From an optimization exercise on the open Yosys and OpenROAD flow, aimed at small area and a short achievable clock period; shortcuts taken in it are not production practice. RTL that was checked went through simulation tests only; none was proved equivalent to the original. Power and IR drop assume default switching activity.

==> inputs of build 36 <==
// virtual_fabric
module virtual_fabric
#(
  parameter int NUM_PE = 8,
  parameter logic [31:0] L1_MAP  = 32'h2222_2221,
  parameter logic [31:0] DFR_MAP = 32'h0000_0000,
  parameter logic [7:0]  BOOTH_MAP = 8'hff   
) (
  input  logic                  clk,
  input  logic                  rst,
  input  logic                  en,
  input  logic [31:0]                 data_in,    
  output logic [31:0]                 data_out,   
  input  logic                  cfg_req,
  input  logic [21:0]             cfg_wr,     
  output logic                  cfg_ack
);
  localparam int CFG_W  = 9 + 3*fabric_pkg::WORD_W;
  localparam int LANE_W = 3*fabric_pkg::WORD_W;
  logic [NUM_PE*CFG_W-1:0]      cfg_array;
  logic [(NUM_PE+1)*LANE_W-1:0] chain;   
  config_port #(
    .NUM_PE (NUM_PE)
  ) u_cfg (
    .clk       (clk),
    .rst       (rst),
    .cfg_req   (cfg_req),
    .cfg_wr    (fabric_pkg::cfg_write_t'(cfg_wr)),
    .cfg_ack   (cfg_ack),
    .cfg_array (cfg_array)
  );
  logic s1_valid;
  always_ff @(posedge clk)
  begin
    if (rst)
      s1_valid <= 1'b0;
    else if (en)
      s1_valid <= 1'b1;
  end
  assign chain[0 +: LANE_W] = {{fabric_pkg::WORD_W{1'b0}}, data_in};   
  for (genvar i = 0; i < NUM_PE; i++)
  begin : g_pe
    pe #(
      .L1  (int'(L1_MAP[i*4 +: 4])),
      .DFR   (int'(DFR_MAP[i*4 +: 4])),
      .BOOTH (int'(BOOTH_MAP[i]))
    ) u_pe (
      .clk      (clk),
  ...
Settings: LEC_CHECK=0, ABC_AREA=1, CAP_MARGIN=20, CORE_MARGIN=2, CORE_UTILIZATION=40, SETUP_SLACK_MARGIN=4.8, SLEW_MARGIN=20; clock period 8.0 ns.
run.sh (not shown) runs the stock make flow with config.mk's settings and CLKGATE_MAP_FILE= SYNTH_SCRIPT=/design/flow/synth_recipe.tcl, a recipe that flattens the netlist after the stock synthesis.
==> inputs of build 93, as changes to build 36 <==
- CTS_BUF_LIST: unset -> sky130_fd_sc_hd__clkbuf_4 sky130_fd_sc_hd__clkbuf_8
- SETUP_SLACK_MARGIN: 4.8 -> 5.0
- TNS_END_PERCENT: unset -> 5
==> inputs of trial 90, as changes to build 36 <==
- CORE_UTILIZATION: 40 -> 55
==> notes.md <==
quantity	build 93	trial 90	build 36
Chip Height	492 µm	420 µm	492 µm
Share of cells above drive strength 1	21.0%	20.1%	20.2%
CP required	8.78 ns	8.76 ns	8.60 ns
Final setup skew	0.0798 ns	0.0303 ns	0.0442 ns
Initial antenna violation count	15	2	15
Overall routed net length	352 mm	334 mm	356 mm
Area of the core	237,000 µm²	172,000 µm²	237,000 µm²
Wire per inst	22.5 µm	22.9 µm	23.0 µm
Leakage	51.4 nW	51.0 nW	51.2 nW
Non-clock buffer total of the final layout	960	966	986
Slew of the pin with the lowest slew margin	1.31 ns	1.13 ns	1.13 ns
Proportion of power drawn by combinational gates	17.1%	17.4%	16.9%
Worst setup path startpoint	u_cfg.cfg_array[333]$_SDFFE_PP0P_	g_pe[0].u_pe.u_dsp.genblk1.genblk1.u_s.s1_q[29]$_DFFE_PP_	u_cfg.cfg_array[448]$_SDFFE_PP1P_
Uppermost routed layer	met5	met4	met5
Growth of design area from synthesis to finish	23.1%	22.6%	24.3%
Number of vias in the routed layout	86,600	86,500	86,100
Clock network fraction of design power	40.5%	40.0%	40.6%
Highest net fanout along the worst path	12	4	6
Layout Cells excl Fill	15,600	14,600	15,500
Resized cells post-CTS	999	771	808
Slowest cell delay on critical path	0.59 ns	0.63 ns	0.63 ns
Worst hold margin	0.457 ns	0.459 ns	0.454 ns
Largest net degree at the start of global routing	204	264	232
Fraction of met1 tracks used by global routing	38.5%	51.1%	38.8%
Run status	timing/DRC/antenna clean	timing/DRC/antenna clean	timing/DRC/antenna clean

---

==> inputs of exp/umber <==
Starting RTL as in the previous note.
clock: 8.0 ns
lec_check: 0
abc_area: 1
cap_margin: 20
core_margin: 2
core_utilization: 40
cts_buf_list: sky130_fd_sc_hd__clkbuf_4 sky130_fd_sc_hd__clkbuf_8
setup_slack_margin: 4.8
slew_margin: 20
tns_end_percent: 0
==> inputs of exp/amber, as changes to exp/umber <==
--- a/flow/design.v
+++ b/flow/design.v
@@ -442,94 +442,75 @@
   wire b_x134 = b_x131 ^ b_x132 ^ b_x133;
   wire [15:0] row0 = {b_x134, b_c128, b_c126, b_c124, b_c122, b_c120, b_c118, b_c116, b_c114, b_c112, b_c110, b_c108, b_c106, b_c104, b_c102, b_s101};
   wire [15:0] row1 = {1'b0, b_s129, b_s127, b_s125, b_s123, b_s121, b_s119, b_s117, b_s115, b_s113, b_s111, b_s109, b_s107, b_s105, b_s103, s1_q[2]};
   wire [15:0] g0 = row0 & row1;
   wire [15:0] p0 = row0 ^ row1;
   wire g1_1 = g0[1] | (p0[1] & g0[0]);
-  wire g1_2 = g0[2] | (p0[2] & g0[1]);
-  wire p1_2 = p0[2] & p0[1];
+  wire p1_1 = p0[1] & p0[0];
   wire g1_3 = g0[3] | (p0[3] & g0[2]);
   wire p1_3 = p0[3] & p0[2];
-  wire g1_4 = g0[4] | (p0[4] & g0[3]);
-  wire p1_4 = p0[4] & p0[3];
   wire g1_5 = g0[5] | (p0[5] & g0[4]);
   wire p1_5 = p0[5] & p0[4];
-  wire g1_6 = g0[6] | (p0[6] & g0[5]);
-  wire p1_6 = p0[6] & p0[5];
   wire g1_7 = g0[7] | (p0[7] & g0[6]);
   wire p1_7 = p0[7] & p0[6];
-  wire g1_8 = g0[8] | (p0[8] & g0[7]);
-  wire p1_8 = p0[8] & p0[7];
   wire g1_9 = g0[9] | (p0[9] & g0[8]);
   wire p1_9 = p0[9] & p0[8];
-  wire g1_10 = g0[10] | (p0[10] & g0[9]);
-  wire p1_10 = p0[10] & p0[9];
   wire g1_11 = g0[11] | (p0[11] & g0[10]);
   wire p1_11 = p0[11] & p0[10];
-  wire g1_12 = g0[12] | (p0[12] & g0[11]);
-  wire p1_12 = p0[12] & p0[11];
   wire g1_13 = g0[13] | (p0[13] & g0[12]);
   wire p1_13 = p0[13] & p0[12];
-  wire g1_14 = g0[14] | (p0[14] & g0[13]);
-  wire p1_14 = p0[14] & p0[13];
   wire g1_15 = g0[15] | (p0[15] & g0[14]);
   wire p1_15 = p0[15] & p0[14];
-  wire g2_2 = g1_2 | (p1_2 & g0[0]);
+  wire g2_2 = g0[2] | (p0[2] & g1_1);
+  wire p2_2 = p0[2] & p1_1;
   wire g2_3 = g1_3 | (p1_3 & g1_1);
-  wire g2_4 = g1_4 | (p1_4 & g1_2);
-  wire p2_4 = p1_4 & p1_2;
-  wire g2_5 = g1_5 | (p1_5 & g1_3);
-  wire p2_5 = p1_5 & p1_3;
-  wire g2_6 = g1_6 | (p1_6 & g1_4);
-  wire p2_6 = p1_6 & p1_4;
+  wire p2_3 = p1_3 & p1_1;
+  wire g2_6 = g0[6] | (p0[6] & g1_5);
+  wire p2_6 = p0[6] & p1_5;
   wire g2_7 = g1_7 | (p1_7 & g1_5);
   wire p2_7 = p1_7 & p1_5;
-  wire g2_8 = g1_8 | (p1_8 & g1_6);
-  wire p2_8 = p1_8 & p1_6;
-  wire g2_9 = g1_9 | (p1_9 & g1_7);
-  wire p2_9 = p1_9 & p1_7;
-  wire g2_10 = g1_10 | (p1_10 & g1_8);
-  wire p2_10 = p1_10 & p1_8;
+  wire g2_10 = g0[10] | (p0[10] & g1_9);
+  wire p2_10 = p0[10] & p1_9;
   wire g2_11 = g1_11 | (p1_11 & g1_9);
   wire p2_11 = p1_11 & p1_9;
-  wire g2_12 = g1_12 | (p1_12 & g1_10);
-  wire p2_12 = p1_12 & p1_10;
-  wire g2_13 = g1_13 | (p1_13 & g1_11);
-  wire p2_13 = p1_13 & p1_11;
-  wire g2_14 = g1_14 | (p1_14 & g1_12);
-  wire p2_14 = p1_14 & p1_12;
+  wire g2_14 = g0[14] | (p0[14] & g1_13);
+  wire p2_14 = p0[14] & p1_13;
   wire g2_15 = g1_15 | (p1_15 & g1_13);
   wire p2_15 = p1_15 & p1_13;
-  wire g3_4 = g2_4 | (p2_4 & g0[0]);
-  wire g3_5 = g2_5 | (p2_5 & g1_1);
-  wire g3_6 = g2_6 | (p2_6 & g2_2);
+  wire g3_4 = g0[4] | (p0[4] & g2_3);
+  wire p3_4 = p0[4] & p2_3;
+  wire g3_5 = g1_5 | (p1_5 & g2_3);
+  wire p3_5 = p1_5 & p2_3;
+  wire g3_6 = g2_6 | (p2_6 & g2_3);
+  wire p3_6 = p2_6 & p2_3;
   wire g3_7 = g2_7 | (p2_7 & g2_3);
-  wire g3_8 = g2_8 | (p2_8 & g2_4);
-  wire p3_8 = p2_8 & p2_4;
-  wire g3_9 = g2_9 | (p2_9 & g2_5);
-  wire p3_9 = p2_9 & p2_5;
-  wire g3_10 = g2_10 | (p2_10 & g2_6);
-  wire p3_10 = p2_10 & p2_6;
-  wire g3_11 = g2_11 | (p2_11 & g2_7);
-  wire p3_11 = p2_11 & p2_7;
-  wire g3_12 = g2_12 | (p2_12 & g2_8);
-  wire p3_12 = p2_12 & p2_8;
-  wire g3_13 = g2_13 | (p2_13 & g2_9);
-  wire p3_13 = p2_13 & p2_9;
-  wire g3_14 = g2_14 | (p2_14 & g2_10);
-  wire p3_14 = p2_14 & p2_10;
+  wire p3_7 = p2_7 & p2_3;
+  wire g3_12 = g0[12] | (p0[12] & g2_11);
+  wire p3_12 = p0[12] & p2_11;
+  wire g3_13 = g1_13 | (p1_13 & g2_11);
+  wire p3_13 = p1_13 & p2_11;
+  wire g3_14 = g2_14 | (p2_14 & g2_11);
+  wire p3_14 = p2_14 & p2_11;
   wire g3_15 = g2_15 | (p2_15 & g2_11);
   wire p3_15 = p2_15 & p2_11;
-  wire g4_8 = g3_8 | (p3_8 & g0[0]);
-  wire g4_9 = g3_9 | (p3_9 & g1_1);
-  wire g4_10 = g3_10 | (p3_10 & g2_2);
-  wire g4_11 = g3_11 | (p3_11 & g2_3);
-  wire g4_12 = g3_12 | (p3_12 & g3_4);
-  wire g4_13 = g3_13 | (p3_13 & g3_5);
-  wire g4_14 = g3_14 | (p3_14 & g3_6);
+  wire g4_8 = g0[8] | (p0[8] & g3_7);
+  wire p4_8 = p0[8] & p3_7;
+  wire g4_9 = g1_9 | (p1_9 & g3_7);
+  wire p4_9 = p1_9 & p3_7;
+  wire g4_10 = g2_10 | (p2_10 & g3_7);
+  wire p4_10 = p2_10 & p3_7;
+  wire g4_11 = g2_11 | (p2_11 & g3_7);
+  wire p4_11 = p2_11 & p3_7;
+  wire g4_12 = g3_12 | (p3_12 & g3_7);
+  wire p4_12 = p3_12 & p3_7;
+  wire g4_13 = g3_13 | (p3_13 & g3_7);
+  wire p4_13 = p3_13 & p3_7;
+  wire g4_14 = g3_14 | (p3_14 & g3_7);
+  wire p4_14 = p3_14 & p3_7;
   wire g4_15 = g3_15 | (p3_15 & g3_7);
+  wire p4_15 = p3_15 & p3_7;
   wire [15:0] cy = {g4_14, g4_13, g4_12, g4_11, g4_10, g4_9, g4_8, g3_7, g3_6, g3_5, g3_4, g2_3, g2_2, g1_1, g0[0], 1'b0};
   wire [15:0] sum = p0 ^ cy;
   always_ff @(posedge clk)
   begin
     if (rst)
       result <= '0;
@@ -865,94 +846,75 @@
   wire b_x101 = b_x99 ^ b_x100;
   wire [15:0] row0 = {b_x101, b_c96, b_c94, b_c92, b_c90, b_c88, b_c86, b_c84, b_c82, b_c80, b_c78, b_c76, b_c74, b_c72, b_c70, b_s69};
   wire [15:0] row1 = {1'b0, b_s97, b_s95, b_s93, b_s91, b_s89, b_s87, b_s85, b_s83, b_s81, b_s79, b_s77, b_s75, b_s73, b_s71, s1_q[2]};
   wire [15:0] g0 = row0 & row1;
   wire [15:0] p0 = row0 ^ row1;
   wire g1_1 = g0[1] | (p0[1] & g0[0]);
-  wire g1_2 = g0[2] | (p0[2] & g0[1]);
-  wire p1_2 = p0[2] & p0[1];
+  wire p1_1 = p0[1] & p0[0];
   wire g1_3 = g0[3] | (p0[3] & g0[2]);
   wire p1_3 = p0[3] & p0[2];
-  wire g1_4 = g0[4] | (p0[4] & g0[3]);
-  wire p1_4 = p0[4] & p0[3];
   wire g1_5 = g0[5] | (p0[5] & g0[4]);
   wire p1_5 = p0[5] & p0[4];
-  wire g1_6 = g0[6] | (p0[6] & g0[5]);
-  wire p1_6 = p0[6] & p0[5];
   wire g1_7 = g0[7] | (p0[7] & g0[6]);
   wire p1_7 = p0[7] & p0[6];
-  wire g1_8 = g0[8] | (p0[8] & g0[7]);
-  wire p1_8 = p0[8] & p0[7];
   wire g1_9 = g0[9] | (p0[9] & g0[8]);
   wire p1_9 = p0[9] & p0[8];
-  wire g1_10 = g0[10] | (p0[10] & g0[9]);
-  wire p1_10 = p0[10] & p0[9];
   wire g1_11 = g0[11] | (p0[11] & g0[10]);
   wire p1_11 = p0[11] & p0[10];
-  wire g1_12 = g0[12] | (p0[12] & g0[11]);
-  wire p1_12 = p0[12] & p0[11];
   wire g1_13 = g0[13] | (p0[13] & g0[12]);
   wire p1_13 = p0[13] & p0[12];
-  wire g1_14 = g0[14] | (p0[14] & g0[13]);
-  wire p1_14 = p0[14] & p0[13];
   wire g1_15 = g0[15] | (p0[15] & g0[14]);
   wire p1_15 = p0[15] & p0[14];
-  wire g2_2 = g1_2 | (p1_2 & g0[0]);
+  wire g2_2 = g0[2] | (p0[2] & g1_1);
+  wire p2_2 = p0[2] & p1_1;
   wire g2_3 = g1_3 | (p1_3 & g1_1);
-  wire g2_4 = g1_4 | (p1_4 & g1_2);
-  wire p2_4 = p1_4 & p1_2;
-  wire g2_5 = g1_5 | (p1_5 & g1_3);
-  wire p2_5 = p1_5 & p1_3;
-  wire g2_6 = g1_6 | (p1_6 & g1_4);
-  wire p2_6 = p1_6 & p1_4;
+  wire p2_3 = p1_3 & p1_1;
+  wire g2_6 = g0[6] | (p0[6] & g1_5);
+  wire p2_6 = p0[6] & p1_5;
   wire g2_7 = g1_7 | (p1_7 & g1_5);
   wire p2_7 = p1_7 & p1_5;
-  wire g2_8 = g1_8 | (p1_8 & g1_6);
-  wire p2_8 = p1_8 & p1_6;
-  wire g2_9 = g1_9 | (p1_9 & g1_7);
-  wire p2_9 = p1_9 & p1_7;
-  wire g2_10 = g1_10 | (p1_10 & g1_8);
-  wire p2_10 = p1_10 & p1_8;
+  wire g2_10 = g0[10] | (p0[10] & g1_9);
+  wire p2_10 = p0[10] & p1_9;
   wire g2_11 = g1_11 | (p1_11 & g1_9);
   wire p2_11 = p1_11 & p1_9;
-  wire g2_12 = g1_12 | (p1_12 & g1_10);
-  wire p2_12 = p1_12 & p1_10;
-  wire g2_13 = g1_13 | (p1_13 & g1_11);
-  wire p2_13 = p1_13 & p1_11;
-  wire g2_14 = g1_14 | (p1_14 & g1_12);
-  wire p2_14 = p1_14 & p1_12;
+  wire g2_14 = g0[14] | (p0[14] & g1_13);
+  wire p2_14 = p0[14] & p1_13;
   wire g2_15 = g1_15 | (p1_15 & g1_13);
   wire p2_15 = p1_15 & p1_13;
-  wire g3_4 = g2_4 | (p2_4 & g0[0]);
-  wire g3_5 = g2_5 | (p2_5 & g1_1);
-  wire g3_6 = g2_6 | (p2_6 & g2_2);
+  wire g3_4 = g0[4] | (p0[4] & g2_3);
+  wire p3_4 = p0[4] & p2_3;
+  wire g3_5 = g1_5 | (p1_5 & g2_3);
+  wire p3_5 = p1_5 & p2_3;
+  wire g3_6 = g2_6 | (p2_6 & g2_3);
+  wire p3_6 = p2_6 & p2_3;
   wire g3_7 = g2_7 | (p2_7 & g2_3);
-  wire g3_8 = g2_8 | (p2_8 & g2_4);
-  wire p3_8 = p2_8 & p2_4;
-  wire g3_9 = g2_9 | (p2_9 & g2_5);
-  wire p3_9 = p2_9 & p2_5;
-  wire g3_10 = g2_10 | (p2_10 & g2_6);
-  wire p3_10 = p2_10 & p2_6;
-  wire g3_11 = g2_11 | (p2_11 & g2_7);
-  wire p3_11 = p2_11 & p2_7;
-  wire g3_12 = g2_12 | (p2_12 & g2_8);
-  wire p3_12 = p2_12 & p2_8;
-  wire g3_13 = g2_13 | (p2_13 & g2_9);
-  wire p3_13 = p2_13 & p2_9;
-  wire g3_14 = g2_14 | (p2_14 & g2_10);
-  wire p3_14 = p2_14 & p2_10;
+  wire p3_7 = p2_7 & p2_3;
+  wire g3_12 = g0[12] | (p0[12] & g2_11);
+  wire p3_12 = p0[12] & p2_11;
+  wire g3_13 = g1_13 | (p1_13 & g2_11);
+  wire p3_13 = p1_13 & p2_11;
+  wire g3_14 = g2_14 | (p2_14 & g2_11);
+  wire p3_14 = p2_14 & p2_11;
   wire g3_15 = g2_15 | (p2_15 & g2_11);
   wire p3_15 = p2_15 & p2_11;
-  wire g4_8 = g3_8 | (p3_8 & g0[0]);
-  wire g4_9 = g3_9 | (p3_9 & g1_1);
-  wire g4_10 = g3_10 | (p3_10 & g2_2);
-  wire g4_11 = g3_11 | (p3_11 & g2_3);
-  wire g4_12 = g3_12 | (p3_12 & g3_4);
-  wire g4_13 = g3_13 | (p3_13 & g3_5);
-  wire g4_14 = g3_14 | (p3_14 & g3_6);
+  wire g4_8 = g0[8] | (p0[8] & g3_7);
+  wire p4_8 = p0[8] & p3_7;
+  wire g4_9 = g1_9 | (p1_9 & g3_7);
+  wire p4_9 = p1_9 & p3_7;
+  wire g4_10 = g2_10 | (p2_10 & g3_7);
+  wire p4_10 = p2_10 & p3_7;
+  wire g4_11 = g2_11 | (p2_11 & g3_7);
+  wire p4_11 = p2_11 & p3_7;
+  wire g4_12 = g3_12 | (p3_12 & g3_7);
+  wire p4_12 = p3_12 & p3_7;
+  wire g4_13 = g3_13 | (p3_13 & g3_7);
+  wire p4_13 = p3_13 & p3_7;
+  wire g4_14 = g3_14 | (p3_14 & g3_7);
+  wire p4_14 = p3_14 & p3_7;
   wire g4_15 = g3_15 | (p3_15 & g3_7);
+  wire p4_15 = p3_15 & p3_7;
   wire [15:0] cy = {g4_14, g4_13, g4_12, g4_11, g4_10, g4_9, g4_8, g3_7, g3_6, g3_5, g3_4, g2_3, g2_2, g1_1, g0[0], 1'b0};
   wire [15:0] sum = p0 ^ cy;
   always_ff @(posedge clk)
   begin
     if (rst)
       result <= '0;
@@ -1287,94 +1249,75 @@
   wire b_x60 = b_c59 ^ b_x29 ^ b_c26;
   wire [15:0] row0 = {b_x60, b_c57, b_c55, b_c53, b_c51, b_c49, b_c47, b_c45, b_c43, b_c41, b_c39, b_c37, b_c35, b_c33, b_c31, b_s30};
   wire [15:0] row1 = {1'b0, b_s58, b_s56, b_s54, b_s52, b_s50, b_s48, b_s46, b_s44, b_s42, b_s40, b_s38, b_s36, b_s34, b_s32, s1_q[2]};
   wire [15:0] g0 = row0 & row1;
   wire [15:0] p0 = row0 ^ row1;
   wire g1_1 = g0[1] | (p0[1] & g0[0]);
-  wire g1_2 = g0[2] | (p0[2] & g0[1]);
-  wire p1_2 = p0[2] & p0[1];
+  wire p1_1 = p0[1] & p0[0];
   wire g1_3 = g0[3] | (p0[3] & g0[2]);
   wire p1_3 = p0[3] & p0[2];
-  wire g1_4 = g0[4] | (p0[4] & g0[3]);
-  wire p1_4 = p0[4] & p0[3];
   wire g1_5 = g0[5] | (p0[5] & g0[4]);
   wire p1_5 = p0[5] & p0[4];
-  wire g1_6 = g0[6] | (p0[6] & g0[5]);
-  wire p1_6 = p0[6] & p0[5];
   wire g1_7 = g0[7] | (p0[7] & g0[6]);
   wire p1_7 = p0[7] & p0[6];
-  wire g1_8 = g0[8] | (p0[8] & g0[7]);
-  wire p1_8 = p0[8] & p0[7];
   wire g1_9 = g0[9] | (p0[9] & g0[8]);
   wire p1_9 = p0[9] & p0[8];
-  wire g1_10 = g0[10] | (p0[10] & g0[9]);
-  wire p1_10 = p0[10] & p0[9];
   wire g1_11 = g0[11] | (p0[11] & g0[10]);
   wire p1_11 = p0[11] & p0[10];
-  wire g1_12 = g0[12] | (p0[12] & g0[11]);
-  wire p1_12 = p0[12] & p0[11];
   wire g1_13 = g0[13] | (p0[13] & g0[12]);
   wire p1_13 = p0[13] & p0[12];
-  wire g1_14 = g0[14] | (p0[14] & g0[13]);
-  wire p1_14 = p0[14] & p0[13];
   wire g1_15 = g0[15] | (p0[15] & g0[14]);
   wire p1_15 = p0[15] & p0[14];
-  wire g2_2 = g1_2 | (p1_2 & g0[0]);
+  wire g2_2 = g0[2] | (p0[2] & g1_1);
+  wire p2_2 = p0[2] & p1_1;
   wire g2_3 = g1_3 | (p1_3 & g1_1);
-  wire g2_4 = g1_4 | (p1_4 & g1_2);
-  wire p2_4 = p1_4 & p1_2;
-  wire g2_5 = g1_5 | (p1_5 & g1_3);
-  wire p2_5 = p1_5 & p1_3;
-  wire g2_6 = g1_6 | (p1_6 & g1_4);
-  wire p2_6 = p1_6 & p1_4;
+  wire p2_3 = p1_3 & p1_1;
+  wire g2_6 = g0[6] | (p0[6] & g1_5);
+  wire p2_6 = p0[6] & p1_5;
   wire g2_7 = g1_7 | (p1_7 & g1_5);
   wire p2_7 = p1_7 & p1_5;
-  wire g2_8 = g1_8 | (p1_8 & g1_6);
-  wire p2_8 = p1_8 & p1_6;
-  wire g2_9 = g1_9 | (p1_9 & g1_7);
-  wire p2_9 = p1_9 & p1_7;
-  wire g2_10 = g1_10 | (p1_10 & g1_8);
-  wire p2_10 = p1_10 & p1_8;
+  wire g2_10 = g0[10] | (p0[10] & g1_9);
+  wire p2_10 = p0[10] & p1_9;
   wire g2_11 = g1_11 | (p1_11 & g1_9);
   wire p2_11 = p1_11 & p1_9;
-  wire g2_12 = g1_12 | (p1_12 & g1_10);
-  wire p2_12 = p1_12 & p1_10;
-  wire g2_13 = g1_13 | (p1_13 & g1_11);
-  wire p2_13 = p1_13 & p1_11;
-  wire g2_14 = g1_14 | (p1_14 & g1_12);
-  wire p2_14 = p1_14 & p1_12;
+  wire g2_14 = g0[14] | (p0[14] & g1_13);
+  wire p2_14 = p0[14] & p1_13;
   wire g2_15 = g1_15 | (p1_15 & g1_13);
   wire p2_15 = p1_15 & p1_13;
-  wire g3_4 = g2_4 | (p2_4 & g0[0]);
-  wire g3_5 = g2_5 | (p2_5 & g1_1);
-  wire g3_6 = g2_6 | (p2_6 & g2_2);
+  wire g3_4 = g0[4] | (p0[4] & g2_3);
+  wire p3_4 = p0[4] & p2_3;
+  wire g3_5 = g1_5 | (p1_5 & g2_3);
+  wire p3_5 = p1_5 & p2_3;
+  wire g3_6 = g2_6 | (p2_6 & g2_3);
+  wire p3_6 = p2_6 & p2_3;
   wire g3_7 = g2_7 | (p2_7 & g2_3);
-  wire g3_8 = g2_8 | (p2_8 & g2_4);
-  wire p3_8 = p2_8 & p2_4;
-  wire g3_9 = g2_9 | (p2_9 & g2_5);
-  wire p3_9 = p2_9 & p2_5;
-  wire g3_10 = g2_10 | (p2_10 & g2_6);
-  wire p3_10 = p2_10 & p2_6;
-  wire g3_11 = g2_11 | (p2_11 & g2_7);
-  wire p3_11 = p2_11 & p2_7;
-  wire g3_12 = g2_12 | (p2_12 & g2_8);
-  wire p3_12 = p2_12 & p2_8;
-  wire g3_13 = g2_13 | (p2_13 & g2_9);
-  wire p3_13 = p2_13 & p2_9;
-  wire g3_14 = g2_14 | (p2_14 & g2_10);
-  wire p3_14 = p2_14 & p2_10;
+  wire p3_7 = p2_7 & p2_3;
+  wire g3_12 = g0[12] | (p0[12] & g2_11);
+  wire p3_12 = p0[12] & p2_11;
+  wire g3_13 = g1_13 | (p1_13 & g2_11);
+  wire p3_13 = p1_13 & p2_11;
+  wire g3_14 = g2_14 | (p2_14 & g2_11);
+  wire p3_14 = p2_14 & p2_11;
   wire g3_15 = g2_15 | (p2_15 & g2_11);
   wire p3_15 = p2_15 & p2_11;
-  wire g4_8 = g3_8 | (p3_8 & g0[0]);
-  wire g4_9 = g3_9 | (p3_9 & g1_1);
-  wire g4_10 = g3_10 | (p3_10 & g2_2);
-  wire g4_11 = g3_11 | (p3_11 & g2_3);
-  wire g4_12 = g3_12 | (p3_12 & g3_4);
-  wire g4_13 = g3_13 | (p3_13 & g3_5);
-  wire g4_14 = g3_14 | (p3_14 & g3_6);
+  wire g4_8 = g0[8] | (p0[8] & g3_7);
+  wire p4_8 = p0[8] & p3_7;
+  wire g4_9 = g1_9 | (p1_9 & g3_7);
+  wire p4_9 = p1_9 & p3_7;
+  wire g4_10 = g2_10 | (p2_10 & g3_7);
+  wire p4_10 = p2_10 & p3_7;
+  wire g4_11 = g2_11 | (p2_11 & g3_7);
+  wire p4_11 = p2_11 & p3_7;
+  wire g4_12 = g3_12 | (p3_12 & g3_7);
+  wire p4_12 = p3_12 & p3_7;
+  wire g4_13 = g3_13 | (p3_13 & g3_7);
+  wire p4_13 = p3_13 & p3_7;
+  wire g4_14 = g3_14 | (p3_14 & g3_7);
+  wire p4_14 = p3_14 & p3_7;
   wire g4_15 = g3_15 | (p3_15 & g3_7);
+  wire p4_15 = p3_15 & p3_7;
   wire [15:0] cy = {g4_14, g4_13, g4_12, g4_11, g4_10, g4_9, g4_8, g3_7, g3_6, g3_5, g3_4, g2_3, g2_2, g1_1, g0[0], 1'b0};
   wire [15:0] sum = p0 ^ cy;
   always_ff @(posedge clk)
   begin
     if (rst)
       result <= '0;
ABC_AREA = not set   (was 1)
CTS_BUF_LIST = not set   (was sky130_fd_sc_hd__clkbuf_4 sky130_fd_sc_hd__clkbuf_8)
TNS_END_PERCENT = not set   (was 0)
==> notes.md <==
quantity	exp/umber	exp/amber
Status	finished clean	finished clean
Comb pwr share	15.1%	18.6%
Area of the die	242000 um^2	237000 um^2
Final cell area excluding filler cells	109000 um^2	112000 um^2
Non-clock buffering overhead in the final layout	3.75%	5.96%
Power Density	189 nW/um^2	192 nW/um^2
Power in combinational cells	3.14 mW	3.99 mW
Slack of the worst reg-to-reg path	4540 ps	4240 ps
Count of instances resized after the clock tree is built	253	672
Count of TritonRoute iterations in the first routing pass	8	6
Antenna violations before repair	12	18
Share of cell area taken by flip-flops and latches	36.0%	35.2%
Fraction of synthesized cell area in xor and xnor cells	6.74%	7.53%
Avg Cell Area, Syn	8.28 um^2	10.6 um^2
Count of non-CTS buffers in the layout	478	736
Reported net switching power	5.91 mW	6.03 mW
Setup slack after placement	2820 ps	3030 ps
For exp/amber, only the layout was checked, not whether the RTL still works.

re-timing with driven ports:
In the flow no input, the clock included, has a driving cell. The finished layouts below were timed again as built, in two steps.
Step 1, drivers: a clkbuf_16 drives clk and a buf_2 each remaining input, both assumed.
Step 2 times the ports against the registers' clock, not the clock port: input delays grow and output delays shrink by t, the midpoint of the rising clock arrivals with the driver on.
Slacks: ideal / step 1 / step 2; pairs: ideal / step 1.
| run | t, ns | setup slack, ns | worst setup path after step 2 | clock arrival spread, ns | pins driven straight from the clock port |
|---|---|---|---|---|---|
| build 36 | 0.932 | 4.626 / 4.626 / 3.819 | input to register | 0.049 / 0.049 | 1 |
| build 93 | 1.150 | 4.649 / 4.625 / 3.578 | input to register | 0.080 / 0.079 | 1 |
| trial 90 | 0.929 | 4.560 / 4.560 / 3.872 | input to register | 0.037 / 0.037 | 1 |
| exp/umber | 1.125 | 4.538 / 4.516 / 3.476 | input to register | 0.092 / 0.093 | 1 |
| exp/amber | 0.930 | 4.243 / 4.243 / 3.885 | input to register | 0.048 / 0.048 | 1 |
After both steps every run listed still meets setup and hold. For build 93, which loses most, drivers alone change the setup slack by -0.024 ns; drivers and shift together by -1.071 ns.
